Context: an optimization exercise on an open-source flow, tuned for small area, a short achievable clock period and few clock cycles. The choices shown serve that exercise and are no tape-out recipe.
In this exercise RTL edits were held to simulation tests only and were not proved equivalent to the original.

==> branch harbor <==
// ppu_top
module ppu_top
(
  input  logic        clk,
  input  logic        rst_n,
  input  logic        tile_wr_valid,           
  output logic        tile_wr_ready,
  input  logic [19:0] tile_wr,                 
  input  logic        tile_start,              
  output logic        busy,
  output logic        tile_done,
  output logic        task_valid,              
  input  logic        task_ready,
  output logic [24:0] task_data                
);
  localparam int ROWS = 16;
  logic        rdy_q;                          
  logic        busy_q;
  logic        done_q;
  logic        tv_q;                           
  logic        mv_q;                           
  logic [4:0]  p_q;                            
  logic [24:0] t_q;                            
  logic        we, start_acc, en, stall, take_last;
  assign we        = tile_wr_valid && rdy_q;
  assign start_acc = tile_start && rdy_q;
  assign en        = !tv_q || task_ready;
  assign stall     = tv_q && !task_ready;
  assign take_last = tv_q && task_ready && t_q[0];
  logic        wv_q;
  logic [3:0]  wa_q;
  logic [15:0] wd_q;
  logic [3:0]  wk;                             
  logic [4:0]  wcnt;
  logic [15:0] fw;                             
  always_ff @(posedge clk) begin
    if (!rst_n) wv_q <= 1'b0;
    else        wv_q <= we;
    wa_q <= tile_wr[19:16];
    wd_q <= tile_wr[15:0];
  end
  always_comb
    for (int j = 0; j < ROWS; j++) fw[j] = wv_q && (wa_q == j);
  logic [15:0] pat [ROWS];
  always_ff @(posedge clk) begin
    for (int j = 0; j < ROWS; j++)
      if (fw[j]) pat[j] <= wd_q;
  end
  always_comb begin
    wcnt = '0;
    for (int b = 0; b < 16; b++) wcnt = wcnt + {4'd0, wd_q[b]};
  end
  assign wk = wcnt[3:0] - 4'd1;               
  logic [15:0] nz_q;                           
  logic [3:0]  pk_q [ROWS];                    
  always_ff @(posedge clk) begin
    if (!rst_n) nz_q <= '0;
    else if (wv_q) nz_q[wa_q] <= |wd_q;
  end
  always_ff @(posedge clk) begin
    for (int j = 0; j < ROWS; j++)
      if (fw[j]) pk_q[j] <= wk;
  end
  logic [15:0] qa;
  logic [15:0] hit_a;
  logic        hit_w;
  always_comb begin
  ...
==> module ppu_top, before the edit <==
module ppu_top
(
  input  logic        clk,
  input  logic        rst_n,
  input  logic        tile_wr_valid,           
  output logic        tile_wr_ready,
  input  logic [19:0] tile_wr,                 
  input  logic        tile_start,              
  output logic        busy,
  output logic        tile_done,
  output logic        task_valid,              
  input  logic        task_ready,
  output logic [24:0] task_data                
);
  localparam int ROWS = 16;
  logic        rdy_q;                          
  logic        busy_q;
  logic        done_q;
  logic        tv_q;                           
  logic        mv_q;                           
  logic [4:0]  p_q;                            
  logic [24:0] t_q;                            
  logic        we, start_acc, en, stall, take_last;
  assign we        = tile_wr_valid && rdy_q;
  assign start_acc = tile_start && rdy_q;
  assign en        = !tv_q || task_ready;
  assign stall     = tv_q && !task_ready;
  assign take_last = tv_q && task_ready && t_q[0];
  logic        wv_q;
  logic [3:0]  wa_q;
  logic [15:0] wd_q;
  logic [3:0]  wk;                             
  logic [4:0]  wcnt;
  logic [15:0] fw;                             
  always_ff @(posedge clk) begin
    if (!rst_n) wv_q <= 1'b0;
    else        wv_q <= we;
    wa_q <= tile_wr[19:16];
    wd_q <= tile_wr[15:0];
  end
  always_comb
    for (int j = 0; j < ROWS; j++) fw[j] = wv_q && (wa_q == j);
  logic [15:0] pat [ROWS];
  always_ff @(posedge clk) begin
    for (int j = 0; j < ROWS; j++)
      if (fw[j]) pat[j] <= wd_q;
  end
  always_comb begin
    wcnt = '0;
    for (int b = 0; b < 16; b++) wcnt = wcnt + {4'd0, wd_q[b]};
  end
  assign wk = wcnt[3:0] - 4'd1;               
  logic [15:0] nz_q;                           
  logic [3:0]  pk_q [ROWS];                    
  always_ff @(posedge clk) begin
    if (!rst_n) nz_q <= '0;
    else if (wv_q) nz_q[wa_q] <= |wd_q;
  end
  always_ff @(posedge clk) begin
    for (int j = 0; j < ROWS; j++)
      if (fw[j]) pk_q[j] <= wk;
  end
  logic [15:0] qa;
  logic [15:0] hit_a;
  logic        hit_w;
  always_comb begin
    qa = fw[p_q[3:0]] ? wd_q : pat[p_q[3:0]];
    hit_w = ((wd_q & ~qa) == 16'h0);
    for (int j = 0; j < ROWS; j++)
      hit_a[j] = (fw[j] ? hit_w : ((pat[j] & ~qa) == 16'h0)) && (p_q[3:0] != j);
  end
  logic [15:0] hit_q;
  logic [15:0] q_q;
  logic [3:0]  row_q;
  always_ff @(posedge clk) begin
    hit_q <= hit_a;
    q_q   <= qa;
    row_q <= p_q[3:0];
  end
  logic        nzr;
  logic [15:0] cand, a1, a2, best;
  logic        found;
  logic [3:0]  best_id;
  logic [15:0] pbest;
  logic [15:0] res;
  logic        g3, g2, g1, h3, h2, h1;
  logic        seen;
  always_comb begin
    nzr  = nz_q[row_q];
    cand = hit_q & nz_q & {16{nzr}};
    g3 = 1'b0; g2 = 1'b0; g1 = 1'b0;
    for (int j = 0; j < ROWS; j++) begin
      g3 = g3 | (cand[j] && pk_q[j][3:2] == 2'd3);
      g2 = g2 | (cand[j] && pk_q[j][3:2] >= 2'd2);
      g1 = g1 | (cand[j] && pk_q[j][3:2] >= 2'd1);
    end
    for (int j = 0; j < ROWS; j++)
      a1[j] = cand[j] && (pk_q[j][3:2] == 2'd3 || !g3)
                      && (pk_q[j][3:2] >= 2'd2 || !g2)
                      && (pk_q[j][3:2] >= 2'd1 || !g1);
    h3 = 1'b0; h2 = 1'b0; h1 = 1'b0;
    for (int j = 0; j < ROWS; j++) begin
      h3 = h3 | (a1[j] && pk_q[j][1:0] == 2'd3);
      h2 = h2 | (a1[j] && pk_q[j][1:0] >= 2'd2);
      h1 = h1 | (a1[j] && pk_q[j][1:0] >= 2'd1);
    end
    for (int j = 0; j < ROWS; j++)
      a2[j] = a1[j] && (pk_q[j][1:0] == 2'd3 || !h3)
                    && (pk_q[j][1:0] >= 2'd2 || !h2)
                    && (pk_q[j][1:0] >= 2'd1 || !h1);
    seen = 1'b0;
    for (int j = 0; j < ROWS; j++) begin
      best[j] = a2[j] && !seen;
      seen    = seen | a2[j];
    end
    found   = |cand;
    best_id = '0;
    pbest   = '0;
    for (int j = 0; j < ROWS; j++) begin
      if (best[j]) best_id = best_id | j[3:0];
      pbest = pbest | (pat[j] & {16{best[j]}});
    end
    res = q_q & ~pbest & {16{nzr}};            
  end
  always_ff @(posedge clk) begin
    if (en) t_q <= {row_q, found ? best_id : row_q, res, row_q == 4'd15};
  end
  always_ff @(posedge clk) begin
    if (!rst_n) begin
      rdy_q  <= 1'b1;
      busy_q <= 1'b0;
      done_q <= 1'b0;
      tv_q   <= 1'b0;
      mv_q   <= 1'b0;
      p_q    <= '0;
    end else begin
      done_q <= take_last;
      if (start_acc) begin
        rdy_q  <= 1'b0;
        busy_q <= 1'b1;
        p_q    <= 5'd1;
        mv_q   <= 1'b1;                        
      end else if (!busy_q) begin
        p_q    <= '0;
        mv_q   <= 1'b0;
      end else if (stall) begin
        p_q    <= {1'b0, t_q[24:21]} + 5'd1;   
        mv_q   <= 1'b0;
      end else begin
        if (!p_q[4]) p_q <= p_q + 5'd1;
        mv_q   <= !p_q[4];
      end
      if (take_last) begin
        busy_q <= 1'b0;
        rdy_q  <= 1'b1;
      end
      if (en) tv_q <= mv_q && busy_q;
    end
  end
  assign tile_wr_ready = rdy_q;
  assign busy          = busy_q;
  assign tile_done     = done_q;
  assign task_valid    = tv_q;
  assign task_data     = t_q;
endmodule
clock: 26.5 ns
lec_check: 0
cap_margin: 20
core_margin: 2
core_utilization: 40
slew_margin: 20
standard.sh (not shown) runs the stock make flow with config.mk's settings and CLKGATE_MAP_FILE= SYNTH_SCRIPT=/design/flow/synth_recipe.tcl, a recipe that flattens the netlist after the stock synthesis.
==> flow/flow/run.sh <==
#!/bin/bash
# Standard layout, with timing repair aimed at a slack of 20.7 ns at the design's period
set -euo pipefail
bash standard.sh SETUP_SLACK_MARGIN=20.7 > standard.log 2>&1
==> inputs of branch lagoon, as changes to branch harbor <==
--- a/flow/design.v
+++ b/flow/design.v
@@ -63,4 +63,9 @@
   assign stall     = tv_q && !task_ready;
   assign take_last = tv_q && task_ready && t_q[0];
+  logic [15:0] pat [ROWS];
+  always_ff @(posedge clk) begin
+    for (int j = 0; j < ROWS; j++)
+      if (we && (tile_wr[19:16] == j)) pat[j] <= tile_wr[15:0];
+  end
   logic        wv_q;
   logic [3:0]  wa_q;
@@ -68,5 +73,4 @@
   logic [3:0]  wk;                             
   logic [4:0]  wcnt;
-  logic [15:0] fw;                             
   always_ff @(posedge clk) begin
     if (!rst_n) wv_q <= 1'b0;
@@ -74,11 +78,4 @@
     wa_q <= tile_wr[19:16];
     wd_q <= tile_wr[15:0];
-  end
-  always_comb
-    for (int j = 0; j < ROWS; j++) fw[j] = wv_q && (wa_q == j);
-  logic [15:0] pat [ROWS];
-  always_ff @(posedge clk) begin
-    for (int j = 0; j < ROWS; j++)
-      if (fw[j]) pat[j] <= wd_q;
   end
   always_comb begin
@@ -95,14 +92,12 @@
   always_ff @(posedge clk) begin
     for (int j = 0; j < ROWS; j++)
-      if (fw[j]) pk_q[j] <= wk;
+      if (wv_q && (wa_q == j)) pk_q[j] <= wk;
   end
   logic [15:0] qa;
   logic [15:0] hit_a;
-  logic        hit_w;
   always_comb begin
-    qa = fw[p_q[3:0]] ? wd_q : pat[p_q[3:0]];
-    hit_w = ((wd_q & ~qa) == 16'h0);
+    qa = pat[p_q[3:0]];
     for (int j = 0; j < ROWS; j++)
-      hit_a[j] = (fw[j] ? hit_w : ((pat[j] & ~qa) == 16'h0)) && (p_q[3:0] != j);
+      hit_a[j] = ((pat[j] & ~qa) == 16'h0) && (p_q[3:0] != j);
   end
   logic [15:0] hit_q;
==> flow/flow/run.sh (replaced) <==
#!/bin/bash
# Standard layout; timing repair aimed at 20.7 ns of slack at the design's
# period, and a clock tree without dummy balancing loads
set -euo pipefail
bash standard.sh SETUP_SLACK_MARGIN=20.7 \
  "CTS_ARGS=-sink_clustering_enable -repair_clock_nets -dont_use_dummy_load -sink_clustering_size 20 -sink_clustering_max_diameter 60" \
  > standard.log 2>&1
==> notes <==
Branch lagoon produced a clean layout. Branch harbor passed the timing, DRC and antenna checks.
Flip-flop and latch count is the same in branch lagoon and branch harbor.
Count of clock-buffer cells in the layout: branch lagoon is lower than branch harbor (27).
Of branch lagoon and branch harbor, branch lagoon has the higher clock skew (gap 0.017 ns).
Of branch lagoon and branch harbor, branch lagoon has the higher synthesized cell count (gap about 2%, measured against branch harbor).
Against branch harbor, the fmax of branch lagoon is lower by 1.7%.
Testbench counts of branch harbor, summed over its fixed seeds: cycles 6,720.
Testbench counts of branch lagoon, summed over its fixed seeds: cycles 6,720.

what the ideal ports hide:
No port has a modelled driver above. Below, the same layouts with a new extraction and two added sets of constraints.
Step 1: set_driving_cell puts a clkbuf_16 on clk and a buf_2 on each other input, an assumption about the parent block.
Step 2 moves the port delays by t, midway between the first and last clock arrival at a register: inputs arrive t later, outputs are due t later. That takes back most of the time a late clock gives input paths.
Three values: ideal, step 1, step 2; two values: the first two.
| run | t (ns) | setup slack, ns | worst hold slack (ns) |
|---|---|---|---|
| branch harbor | 0.659 | 20.009 / 19.948 / 20.111 | 0.464 / 0.464 / 0.464 |
| branch lagoon | 0.621 | 19.899 / 19.835 / 19.633 | 0.447 / 0.447 / 0.447 |
After both steps setup and hold are still met in every run listed. For branch lagoon, which loses most, drivers alone change the setup slack by -0.064 ns; drivers and shift together by -0.266 ns.
